From an optimization exercise on the open Yosys and OpenROAD flow, aimed at small area and a short achievable clock period; shortcuts taken in it are not production practice. Only simulation tests tie the RTL to the original design; equivalence was not proved. No activity file was given, so power comes from the tool's default toggle rates.

// fft_peak_detector
module fft_peak_detector (
  input  logic                clk,
  input  logic                rstn,
  input  logic                valid_in,
  input  logic [16*13-1:0]    din_re,
  input  logic [16*13-1:0]    din_im,
  output logic                peak_valid_o,
  output logic [8:0]          peak_idx_o,
  output logic [13:0]         peak_mag_o,
  output logic [15:0]         frame_cnt_o
);
  function automatic logic gt14(input logic [13:0] a, input logic [13:0] b);
    logic g;
    g = 1'b0;
    for (int i = 0; i < 14; i++) g = (a[i] & ~b[i]) | (a[i] & g) | (~b[i] & g);
    gt14 = g;
  endfunction
  logic        x_valid;
  logic [3:0]  x_s [16][4];
  logic [15:0] x_si;
  function automatic logic [3:0] add3(input logic [2:0] a, input logic [2:0] b, input logic ci);
    logic [3:0] c;
    logic [2:0] s;
    c[0] = ci;
    for (int i = 0; i < 3; i++) begin
      s[i]   = a[i] ^ b[i] ^ c[i];
      c[i+1] = (a[i] & b[i]) | (a[i] & c[i]) | (b[i] & c[i]);
    end
  ...
Size in the first run: roughly 2,100 cells after synthesis, roughly 24,000 µm² of cells after synthesis.
==> module fft_peak_detector, before the edit <==
module fft_peak_detector (
  input  logic                clk,
  input  logic                rstn,
  input  logic                valid_in,
  input  logic [16*13-1:0]    din_re,
  input  logic [16*13-1:0]    din_im,
  output logic                peak_valid_o,
  output logic [8:0]          peak_idx_o,
  output logic [13:0]         peak_mag_o,
  output logic [15:0]         frame_cnt_o
);
  function automatic logic gt14(input logic [13:0] a, input logic [13:0] b);
    logic g;
    g = 1'b0;
    for (int i = 0; i < 14; i++) g = (a[i] & ~b[i]) | (a[i] & g) | (~b[i] & g);
    gt14 = g;
  endfunction
  logic        x_valid;
  logic [3:0]  x_s [16][4];
  logic [15:0] x_si;
  function automatic logic [3:0] add3(input logic [2:0] a, input logic [2:0] b, input logic ci);
    logic [3:0] c;
    logic [2:0] s;
    c[0] = ci;
    for (int i = 0; i < 3; i++) begin
      s[i]   = a[i] ^ b[i] ^ c[i];
      c[i+1] = (a[i] & b[i]) | (a[i] & c[i]) | (b[i] & c[i]);
    end
    add3 = {c[3], s};
  endfunction
  function automatic logic [2:0] add2(input logic [1:0] a, input logic [1:0] b, input logic ci);
    logic [2:0] c;
    logic [1:0] s;
    c[0] = ci;
    for (int i = 0; i < 2; i++) begin
      s[i]   = a[i] ^ b[i] ^ c[i];
      c[i+1] = (a[i] & b[i]) | (a[i] & c[i]) | (b[i] & c[i]);
    end
    add2 = {c[2], s};
  endfunction
  always_ff @(posedge clk) begin
    for (int l = 0; l < 16; l++) begin
      logic [12:0] re, im;
      logic [11:0] a, b;
      re = din_re[13*l +: 13];
      im = din_im[13*l +: 13];
      a = re[11:0] ^ {12{re[12]}};
      b = im[11:0] ^ {12{im[12]}};
      x_s[l][0] <= {add2(a[2:1], b[2:1], re[0] ? b[0] : re[12]), re[0] ^ b[0]};
      for (int k = 1; k < 4; k++) x_s[l][k] <= add3(a[3*k +: 3], b[3*k +: 3], 1'b0);
      x_si[l] <= im[12];
    end
  end
  function automatic logic [13:0] finish(input logic [3:0] s0, input logic [3:0] s1,
                                         input logic [3:0] s2, input logic [3:0] s3,
                                         input logic si);
    logic [13:0] v;
    logic [13:0] w;
    logic [14:0] c;
    logic [13:0] m;
    v = {1'b0, s3[3], s3[2:0], s2[2:0], s1[2:0], s0[2:0]};
    w = {1'b0, 3'd0, s2[3], 2'd0, s1[3], 2'd0, s0[3], 3'd0};
    c[0] = si;
    for (int i = 0; i < 14; i++) begin
      m[i]   = v[i] ^ w[i] ^ c[i];
      c[i+1] = (v[i] & w[i]) | (v[i] & c[i]) | (w[i] & c[i]);
    end
    finish = m;
  endfunction
  logic [13:0] m1 [16];
  logic [13:0] m2 [8];
  logic [0:0]  i2 [8];
  logic [13:0] m3 [4];
  logic [1:0]  i3 [4];
  always_comb begin
    for (int l = 0; l < 16; l++) m1[l] = finish(x_s[l][0], x_s[l][1], x_s[l][2], x_s[l][3], x_si[l]);
    for (int l = 0; l < 8; l++) begin
      i2[l] = gt14(m1[2*l+1], m1[2*l]);
      m2[l] = i2[l] ? m1[2*l+1] : m1[2*l];
    end
    for (int l = 0; l < 4; l++) begin
      if (gt14(m2[2*l+1], m2[2*l])) begin
        m3[l] = m2[2*l+1]; i3[l] = {1'b1, i2[2*l+1]};
      end else begin
        m3[l] = m2[2*l];   i3[l] = {1'b0, i2[2*l]};
      end
    end
  end
  logic        y_valid;
  logic [13:0] y_magx [4];
  logic [1:0]  y_lane [4];
  logic [13:0] y_mag [4];
  always_ff @(posedge clk) begin
    for (int q = 0; q < 4; q++) begin
      y_magx[q] <= (q % 2 == 1) ? ~m3[q] : m3[q];
      y_lane[q] <= i3[q];
    end
  end
  always_comb begin
    for (int q = 0; q < 4; q++) y_mag[q] = (q % 2 == 1) ? ~y_magx[q] : y_magx[q];
  end
  logic [4:0]  beat;         
  logic        done;
  logic [13:0] run_mag;
  logic [8:0]  run_idx;
  logic        peak_valid;
  logic [8:0]  peak_idx;
  logic [13:0] peak_mag;
  logic [15:0] frame_cnt;
  always_ff @(posedge clk or negedge rstn) begin
    if (!rstn) begin
      x_valid <= 1'b0;
      y_valid <= 1'b0;
      beat    <= '0;
      done    <= 1'b0;
    end else begin
      x_valid <= valid_in;
      y_valid <= x_valid;
      if (y_valid) beat <= beat + 5'd1;
      done <= y_valid && (beat == 5'd31);
    end
  end
  logic [13:0] m4 [2];
  logic [2:0]  i4 [2];
  logic [13:0] best_mag;
  logic [3:0]  best_lane;
  always_comb begin
    for (int h = 0; h < 2; h++) begin
      if (gt14(y_mag[2*h+1], y_mag[2*h])) begin
        m4[h] = y_mag[2*h+1]; i4[h] = {1'b1, y_lane[2*h+1]};
      end else begin
        m4[h] = y_mag[2*h];   i4[h] = {1'b0, y_lane[2*h]};
      end
    end
    if (gt14(m4[1], m4[0])) begin
      best_mag = m4[1]; best_lane = {1'b1, i4[1]};
    end else begin
      best_mag = m4[0]; best_lane = {1'b0, i4[0]};
    end
  end
  always_ff @(posedge clk) begin
    if (y_valid && (beat == 5'd0 || gt14(best_mag, run_mag))) begin
      run_mag <= best_mag;
      run_idx <= {beat, best_lane};
    end
  end
  always_ff @(posedge clk or negedge rstn) begin
    if (!rstn) begin
      peak_valid <= 1'b0;
      peak_idx   <= '0;
      peak_mag   <= '0;
      frame_cnt  <= '0;
    end else begin
      peak_valid <= done;
      if (done) begin
        peak_idx  <= run_idx;
        peak_mag  <= run_mag;
        frame_cnt <= frame_cnt + 16'd1;
      end
    end
  end
  assign peak_valid_o = peak_valid;
  assign peak_idx_o   = peak_idx;
  assign peak_mag_o   = peak_mag;
  assign frame_cnt_o  = frame_cnt;
endmodule
clock: 34.0 ns
lec_check: 0
abc_area: 1
cap_margin: 20
core_margin: 2
core_utilization: 60
cts_cluster_diameter: 80
cts_cluster_size: 30
slew_margin: 20
standard.sh (not shown) runs the stock make flow with config.mk's settings and CLKGATE_MAP_FILE= SYNTH_SCRIPT=/design/flow/synth_recipe.tcl, a recipe that flattens the netlist after the stock synthesis.
==> flow/flow/run.sh <==
#!/bin/bash
# The standard layout (standard.sh) with these changes: buf_1 cells as the port buffers (buf_4
# for inputs with many loads, flow/port_buffers.tcl), an area-oriented ABC mapping script
# (flow/abc_area.script) for synthesis, and repair_timing aiming for a setup slack margin of
# 25.8 ns.
set -euo pipefail
export BUFFER_PORTS_ARGS="-buffer_cell sky130_fd_sc_hd__buf_1"
export POST_GLOBAL_PLACE_TCL="$PWD/flow/port_buffers.tcl"
cp -r "$FLOW_HOME/scripts" scripts_custom
cp flow/abc_area.script scripts_custom/abc_area.script
bash standard.sh SCRIPTS_DIR="$PWD/scripts_custom" SETUP_SLACK_MARGIN=25.8 finish > standard.log 2>&1
==> flow/flow/abc_area.script <==
strash
&get -n
&fraig -x
&put
scorr
dc2
strash
&get -n
&dch -f
&nf -R 1000
&put
topo
stime -c
upsize -c -D 4000
dnsize -c -D 4000
==> flow/flow/port_buffers.tcl <==
# After global placement: an input port buffer that drives many pins (the lanes' sign bits)
# is upsized from buf_1 to buf_4.
foreach inst [get_cells input*] {
  set out [get_pins -of_objects $inst -filter "direction == output"]
  set net [get_nets -of_objects $out]
  set loads [get_pins -of_objects $net -filter "direction == input"]
  if {[llength $loads] > 6} {
    replace_cell $inst sky130_fd_sc_hd__buf_4
  }
}
==> next run, changes <==
--- a/flow/design.v
+++ b/flow/design.v
@@ -29,14 +29,4 @@
     add3 = {c[3], s};
   endfunction
-  function automatic logic [2:0] add2(input logic [1:0] a, input logic [1:0] b, input logic ci);
-    logic [2:0] c;
-    logic [1:0] s;
-    c[0] = ci;
-    for (int i = 0; i < 2; i++) begin
-      s[i]   = a[i] ^ b[i] ^ c[i];
-      c[i+1] = (a[i] & b[i]) | (a[i] & c[i]) | (b[i] & c[i]);
-    end
-    add2 = {c[2], s};
-  endfunction
   always_ff @(posedge clk) begin
     for (int l = 0; l < 16; l++) begin
@@ -47,6 +37,5 @@
       a = re[11:0] ^ {12{re[12]}};
       b = im[11:0] ^ {12{im[12]}};
-      x_s[l][0] <= {add2(a[2:1], b[2:1], re[0] ? b[0] : re[12]), re[0] ^ b[0]};
-      for (int k = 1; k < 4; k++) x_s[l][k] <= add3(a[3*k +: 3], b[3*k +: 3], 1'b0);
+      for (int k = 0; k < 4; k++) x_s[l][k] <= add3(a[3*k +: 3], b[3*k +: 3], k == 0 ? re[12] : 1'b0);
       x_si[l] <= im[12];
     end
@@ -88,15 +77,11 @@
   end
   logic        y_valid;
-  logic [13:0] y_magx [4];
+  logic [13:0] y_mag [4];
   logic [1:0]  y_lane [4];
-  logic [13:0] y_mag [4];
   always_ff @(posedge clk) begin
     for (int q = 0; q < 4; q++) begin
-      y_magx[q] <= (q % 2 == 1) ? ~m3[q] : m3[q];
+      y_mag[q]  <= m3[q];
       y_lane[q] <= i3[q];
     end
-  end
-  always_comb begin
-    for (int q = 0; q < 4; q++) y_mag[q] = (q % 2 == 1) ? ~y_magx[q] : y_magx[q];
   end
   logic [4:0]  beat;         
Effect:
- routed wire length goes up by 1.7%
- combinational power goes up by about 5%
- total power goes up by 2.5%
- cell area goes up by 1.1%
- global-route usage goes down by 0.23 points

-- re-timing with driven ports --
In the flow no input, the clock included, has a driving cell. The finished layouts below were timed again as built, in two steps.
Step 1 sets driving cells, clkbuf_16 on the clock port and buf_2 on the other inputs (assumed; they add their load-dependent delay and slew).
Step 2 adds t to the input delays and takes it off the output delays; t is the mean of the earliest and latest rising clock arrival at the registers after step 1. Input paths then give back, and output paths get back, about the clock's delay inside the block.
Slacks: ideal ports / drivers / drivers and shift; pairs: ideal ports / drivers.
| run | t (ns) | setup slack, ns | worst data-port slew with drivers (ns) |
|---|---|---|---|
| the first run | 0.585 | 26.050 / 25.991 / 25.646 | 0.06 |
| the second run | 0.583 | 26.068 / 26.013 / 25.537 | 0.08 |
After both steps setup and hold are still met in every run listed. For the second run, which loses most, drivers alone change the setup slack by -0.055 ns; drivers and shift together by -0.531 ns.
